Context: an optimization exercise on an open-source flow, tuned for small area and a short achievable clock period. The choices shown serve that exercise and are no tape-out recipe.
Where RTL was checked, it was by simulation tests only, not by an equivalence proof against the original.
Power figures rest on the tool's default switching activity, not on a simulated workload.

== wip/yarrow ==
==> module sb_hold, before the edit <==
module sb_hold #(
    parameter int w = 1
) (
    input  logic         en,
    input  logic         hold,
    input  logic [w-1:0] d,
    input  logic [w-1:0] q,
    output logic [w-1:0] y
);
    for (genvar k = 0; k < w; k++) begin : g_bit
        sb_a22o i_m (.a1(en), .a2(d[k]), .b1(hold), .b2(q[k]), .y(y[k]));
    end
endmodule
==> module store_buffer, before the edit <==
module store_buffer #(
    parameter int sq_depth = 8
) (
    input  logic                            clk,
    input  logic                            rst,
    input  logic                            rob_flush,
    input  logic                            lsq_valid,
    input  logic                            lsq_ready,
    input  logic                            lsq_is_load,
    input  logic [lsu_pkg::xlen-1:0]        lsq_addr,
    input  logic [lsu_pkg::mask_bits-1:0]   lsq_mask,
    input  logic [lsu_pkg::xlen-1:0]        lsq_wdata,
    input  lsu_pkg::load_funct3_e           lsq_funct3,
    input  logic [lsu_pkg::rob_id_bits-1:0] lsq_rob_id,
    input  logic [lsu_pkg::pr_bits-1:0]     lsq_pr_dest,
    input  logic [lsu_pkg::rob_id_bits-1:0] rob_head_id,
    output logic                            lsq_dequeue,
    output logic [lsu_pkg::xlen-1:0]        dcache_addr,
    output logic [lsu_pkg::mask_bits-1:0]   dcache_rmask,
    output logic [lsu_pkg::mask_bits-1:0]   dcache_wmask,
    output logic [lsu_pkg::xlen-1:0]        dcache_wdata,
    input  logic [lsu_pkg::xlen-1:0]        dcache_rdata,
    input  logic                            dcache_resp,
    output logic                            cdb_valid,
    output logic [lsu_pkg::rob_id_bits-1:0] cdb_rob_id,
    output logic [lsu_pkg::pr_bits-1:0]     cdb_pr_dest,
    output logic [lsu_pkg::xlen-1:0]        cdb_result,
    output logic                            store_done
);
    localparam int aw       = lsu_pkg::xlen - 2;
    logic [sq_depth-1:0][aw-1:0] q_addr;
    logic [sq_depth-1:0][3:0]    q_mask;
    logic [sq_depth-1:0][31:0]   q_data;
    logic [sq_depth-1:0][3:0]    q_live;
    logic [sq_depth-1:0]         q_valid;    
    logic [sq_depth-1:0]         head_oh;    
    logic busy;         
    logic busy_load;    
    logic stale;        
    logic sq_full, sq_nonempty;
    assign sq_full     = q_valid[sq_depth-1];
    assign sq_nonempty = q_valid[0];
    assign head_oh     = q_valid & ~(q_valid >> 1);
    logic head_ok, is_store, store_accept, load_head;
    assign head_ok      = lsq_valid && lsq_ready;
    assign is_store     = head_ok && !lsq_is_load;
    assign load_head    = head_ok && lsq_is_load;
    assign store_accept = is_store && (lsq_rob_id == rob_head_id) && !sq_full;
    logic [sq_depth-1:0]      eq_c, eq_l;
    logic [sq_depth-1:0][3:0] vlive;
    logic [4:0]               fwd_full, fwd_miss;     
    logic [3:0]               fwd_none;
    for (genvar i = 0; i < sq_depth; i++) begin : g_entry
        sb_entry_cmp i_cmp (
            .entry_addr (q_addr[i]),
            .addr       (lsq_addr[lsu_pkg::xlen-1:2]),
            .eq_c       (eq_c[i]),
            .eq_l       (eq_l[i])
        );
        assign vlive[i] = q_live[i] & {4{q_valid[i]}};
    end
    sb_cover #(.sq_depth(sq_depth)) i_cover (
        .eq   (eq_c),
        .live (vlive),
        .none (fwd_none)
    );
    for (genvar c = 0; c < 5; c++) begin : g_miss
        sb_miss i_miss (
            .none      (fwd_none),
            .load_mask (lsq_mask),
            .fwd_full  (fwd_full[c]),
            .fwd_miss  (fwd_miss[c])
        );
    end
    logic load_req, issue_load, issue_store, resp_ok;
    logic [aw-1:0] req_addr;
    assign issue_load  = !busy && load_req;
    assign issue_store = !busy && !load_req && sq_nonempty;
    assign resp_ok     = busy && dcache_resp && !stale;
    logic sq_pop;
    assign sq_pop = resp_ok && !busy_load;
    always_ff @(posedge clk) begin
        if (rst) begin
            busy <= 1'b0;
        end else if (!busy) begin
            busy <= issue_load || issue_store;
        end else if (dcache_resp) begin
            busy <= 1'b0;
        end
    end
    logic [3:0] none_q;
    always_ff @(posedge clk) begin
        if (!busy) begin
            busy_load <= load_req;
            none_q    <= fwd_none;
        end
    end
    always_ff @(posedge clk) begin
        if (rst) begin
            stale <= 1'b0;
        end else if (rob_flush) begin
            stale <= 1'b1;
        end else if (dcache_resp) begin
            stale <= 1'b0;
        end
    end
    logic [aw-1:0] head_addr;
    logic [3:0]    head_mask;
    logic [31:0]   head_data;
    always_comb begin
        head_addr = '0;
        head_mask = '0;
        head_data = '0;
        for (int i = 0; i < sq_depth; i++) begin
            if (head_oh[i]) begin
                head_addr = head_addr | q_addr[i];
                head_mask = head_mask | q_mask[i];
                head_data = head_data | q_data[i];
            end
        end
    end
    dcache_arbiter #(.aw(aw)) i_arb (
        .load_head   (load_head),
        .fwd_full    (fwd_full[3:0]),
        .fwd_miss    (fwd_miss[3:0]),
        .busy        (busy),
        .sq_nonempty (sq_nonempty),
        .load_addr   (lsq_addr[lsu_pkg::xlen-1:2]),
        .load_mask   (lsq_mask),
        .head_addr   (head_addr),
        .head_mask   (head_mask),
        .load_req    (load_req),
        .req_addr    (req_addr),
        .rmask       (dcache_rmask),
        .wmask       (dcache_wmask)
    );
    assign dcache_addr  = {req_addr, 2'b00};
    assign dcache_wdata = head_data;
    always_ff @(posedge clk) begin
        if (rst) begin
            q_valid <= '0;
        end else begin
            case ({store_accept, sq_pop})
                2'b10:   q_valid <= {q_valid[sq_depth-2:0], 1'b1};
                2'b01:   q_valid <= q_valid >> 1;
                default: q_valid <= q_valid;
            endcase
        end
    end
    localparam int ew = aw + 4 + 32 + 4;     
    logic [sq_depth-1:0][ew-1:0] q_ent, q_shift, q_next;
    logic                        accept_n;
    assign accept_n = !store_accept;
    for (genvar i = 0; i < sq_depth; i++) begin : g_ent
        assign q_ent[i] = {q_addr[i], q_mask[i], q_data[i], q_live[i]};
        if (i == 0) begin : g_in
            assign q_shift[i] = {lsq_addr[lsu_pkg::xlen-1:2], lsq_mask, lsq_wdata, lsq_mask};
        end else begin : g_up
            assign q_shift[i] = {q_addr[i-1], q_mask[i-1], q_data[i-1],
                                 q_live[i-1] & ~({4{eq_l[i-1]}} & lsq_mask)};
        end
        sb_hold #(.w(ew)) i_hold (
            .en   (store_accept),
            .hold (accept_n),
            .d    (q_shift[i]),
            .q    (q_ent[i]),
            .y    (q_next[i])
        );
    end
    always_ff @(posedge clk) begin
        for (int i = 0; i < sq_depth; i++) begin
            {q_addr[i], q_mask[i], q_data[i], q_live[i]} <= q_next[i];
        end
    end
    load_align #(.sq_depth(sq_depth)) i_align (
        .eq          (eq_l),
        .live        (vlive),
        .data        (q_data),
        .cache_rdata (dcache_rdata),
        .cache_sel   (none_q & {4{resp_ok && busy_load}}),
        .addr_low    (lsq_addr[1:0]),
        .funct3      (lsq_funct3),
        .result      (cdb_result)
    );
    assign cdb_valid   = (load_head && fwd_full[4]) || (resp_ok && busy_load);
    assign cdb_rob_id  = lsq_rob_id;
    assign cdb_pr_dest = lsq_pr_dest;
    assign store_done  = store_accept;
    assign lsq_dequeue = store_accept || cdb_valid;
endmodule
Settings: LEC_CHECK=0, CAP_MARGIN=20, CORE_MARGIN=2, CORE_UTILIZATION=35, CTS_BUF_LIST=sky130_fd_sc_hd__clkbuf_16, CTS_CLUSTER_DIAMETER=120, CTS_CLUSTER_SIZE=25, PLACE_DENSITY=0.5, SETUP_SLACK_MARGIN=3.8, SLEW_MARGIN=20, SYNTH_HIERARCHICAL=1, TNS_END_PERCENT=2; clock period 10.0 ns.
standard.sh (not shown) runs the stock make flow with config.mk's settings and CLKGATE_MAP_FILE= SYNTH_SCRIPT=/design/flow/synth_recipe.tcl, a recipe that flattens the netlist after the stock synthesis.
==> flow/flow/run.sh <==
#!/bin/bash
# Layout: the standard flow with two changes to how cells are picked.
#  - The port buffers use the smallest buffer cell instead of the one
#    buffer_ports picks by itself; timing repair resizes the critical ones.
#  - Slow wide OR/NOR cells (three or four series PMOS) are added to the
#    platform's don't-use list, so mapping and repair build the wide ORs of
#    the forwarding logic from NAND/AOI stages instead.
set -euo pipefail
export BUFFER_PORTS_ARGS="-buffer_cell sky130_fd_sc_hd__buf_1"
plat=$(make -s -C "$FLOW_HOME" DESIGN_CONFIG="$PWD/config.mk" WORK_HOME="$PWD/orfs" \
       print-DONT_USE_CELLS 2> print_dont_use.log | sed -n 's/^DONT_USE_CELLS: //p')
slow=""
for c in or3_1 or3_2 or3_4 or3b_1 or3b_2 or3b_4 or4_1 or4_2 or4_4 or4b_1 or4b_2 or4b_4 \
         or4bb_1 or4bb_2 or4bb_4 nor4_1 nor4_2 nor4_4 nor4b_1 nor4b_2 nor4b_4 nor4bb_1 \
         nor4bb_2 nor4bb_4 a2111o_1 a2111o_2 a2111o_4 a2111oi_0 a2111oi_1 a2111oi_2 \
         a2111oi_4 o2111a_1 o2111a_2 o2111a_4 o2111ai_1 o2111ai_2 o2111ai_4; do
  slow="$slow sky130_fd_sc_hd__$c"
done
echo "DONT_USE_CELLS=$plat$slow" > dont_use.txt
bash standard.sh "DONT_USE_CELLS=$plat$slow" synth > synth.log 2>&1
bash standard.sh "DONT_USE_CELLS=$plat$slow" finish > layout.log 2>&1
> inputs changed (wip/yarrow -> wip/harbor)
diff --git a/flow/design.v b/flow/design.v
--- a/flow/design.v
+++ b/flow/design.v
@@ -50,25 +50,12 @@
 module sb_nand3 (input logic a, b, c, output logic y);
     assign y = ~(a & b & c);
 endmodule
 module sb_a211o (input logic a1, a2, b1, c1, output logic y);
     assign y = (a1 & a2) | b1 | c1;
 endmodule
-module sb_hold #(
-    parameter int w = 1
-) (
-    input  logic         en,
-    input  logic         hold,
-    input  logic [w-1:0] d,
-    input  logic [w-1:0] q,
-    output logic [w-1:0] y
-);
-    for (genvar k = 0; k < w; k++) begin : g_bit
-        sb_a22o i_m (.a1(en), .a2(d[k]), .b1(hold), .b2(q[k]), .y(y[k]));
-    end
-endmodule
 `timescale 1ns/1ps
 module sb_entry_cmp (
     input  logic [29:0] entry_addr,
     input  logic [29:0] addr,
     output logic        eq_c,
     output logic        eq_l
@@ -411,35 +398,24 @@
                 2'b10:   q_valid <= {q_valid[sq_depth-2:0], 1'b1};
                 2'b01:   q_valid <= q_valid >> 1;
                 default: q_valid <= q_valid;
             endcase
         end
     end
-    localparam int ew = aw + 4 + 32 + 4;     
-    logic [sq_depth-1:0][ew-1:0] q_ent, q_shift, q_next;
-    logic                        accept_n;
-    assign accept_n = !store_accept;
-    for (genvar i = 0; i < sq_depth; i++) begin : g_ent
-        assign q_ent[i] = {q_addr[i], q_mask[i], q_data[i], q_live[i]};
-        if (i == 0) begin : g_in
-            assign q_shift[i] = {lsq_addr[lsu_pkg::xlen-1:2], lsq_mask, lsq_wdata, lsq_mask};
-        end else begin : g_up
-            assign q_shift[i] = {q_addr[i-1], q_mask[i-1], q_data[i-1],
-                                 q_live[i-1] & ~({4{eq_l[i-1]}} & lsq_mask)};
-        end
-        sb_hold #(.w(ew)) i_hold (
-            .en   (store_accept),
-            .hold (accept_n),
-            .d    (q_shift[i]),
-            .q    (q_ent[i]),
-            .y    (q_next[i])
-        );
-    end
     always_ff @(posedge clk) begin
-        for (int i = 0; i < sq_depth; i++) begin
-            {q_addr[i], q_mask[i], q_data[i], q_live[i]} <= q_next[i];
+        if (store_accept) begin
+            q_addr[0] <= lsq_addr[lsu_pkg::xlen-1:2];
+            q_mask[0] <= lsq_mask;
+            q_data[0] <= lsq_wdata;
+            q_live[0] <= lsq_mask;
+            for (int i = 1; i < sq_depth; i++) begin
+                q_addr[i] <= q_addr[i-1];
+                q_mask[i] <= q_mask[i-1];
+                q_data[i] <= q_data[i-1];
+                q_live[i] <= q_live[i-1] & ~({4{eq_l[i-1]}} & lsq_mask);
+            end
         end
     end
     load_align #(.sq_depth(sq_depth)) i_align (
         .eq          (eq_l),
         .live        (vlive),
         .data        (q_data),
--- outcome ---
wip/harbor finished every step from synthesis to the final layout, and the layout passed the timing, design-rule and antenna checks.
Clock group share of total power: wip/harbor vs wip/yarrow up 0.3 points
Cmp wip/harbor vs wip/yarrow: part of the total power dissipated in combinational logic lower in wip/harbor
Synthesized area for wip/harbor: 720 µm² up relative to wip/yarrow
wip/yarrow vs wip/harbor, worst setup path startpoint: lsq_addr[20] vs lsq_addr[12]
The source-to-sink clock delay at the later pin of the worst-skew pair on wip/harbor is in line with that on wip/yarrow.
Comparing wip/yarrow against wip/harbor, there is no change at all in setup-violating endpoint count in the final report.
No functional check of the RTL was part of wip/harbor.

re-timing with driven ports:
The results above use ideal ports. As a check the final layouts listed here were re-extracted and re-timed, cells and wires unchanged.
Step 1: set_driving_cell puts a clkbuf_16 on clk and a buf_2 on each other input, an assumption about the parent block.
Step 2 adds t to the input delays and takes it off the output delays; t is the mean of the earliest and latest rising clock arrival at the registers after step 1. Input paths then give back, and output paths get back, about the clock's delay inside the block.
Three values: ideal ports, drivers, drivers and shift; two values: the first two.
| run | t (ns) | setup slack, ns | worst setup path after step 2 |
|---|---|---|---|
| wip/yarrow | 0.669 | 3.543 / 3.511 / 3.511 | input to output |
| wip/harbor | 0.672 | 3.567 / 3.511 / 3.511 | input to output |
After both steps every run listed still meets setup and hold. The setup slack of wip/harbor, which loses most, moves by -0.056 ns with the drivers and by -0.056 ns with both steps.
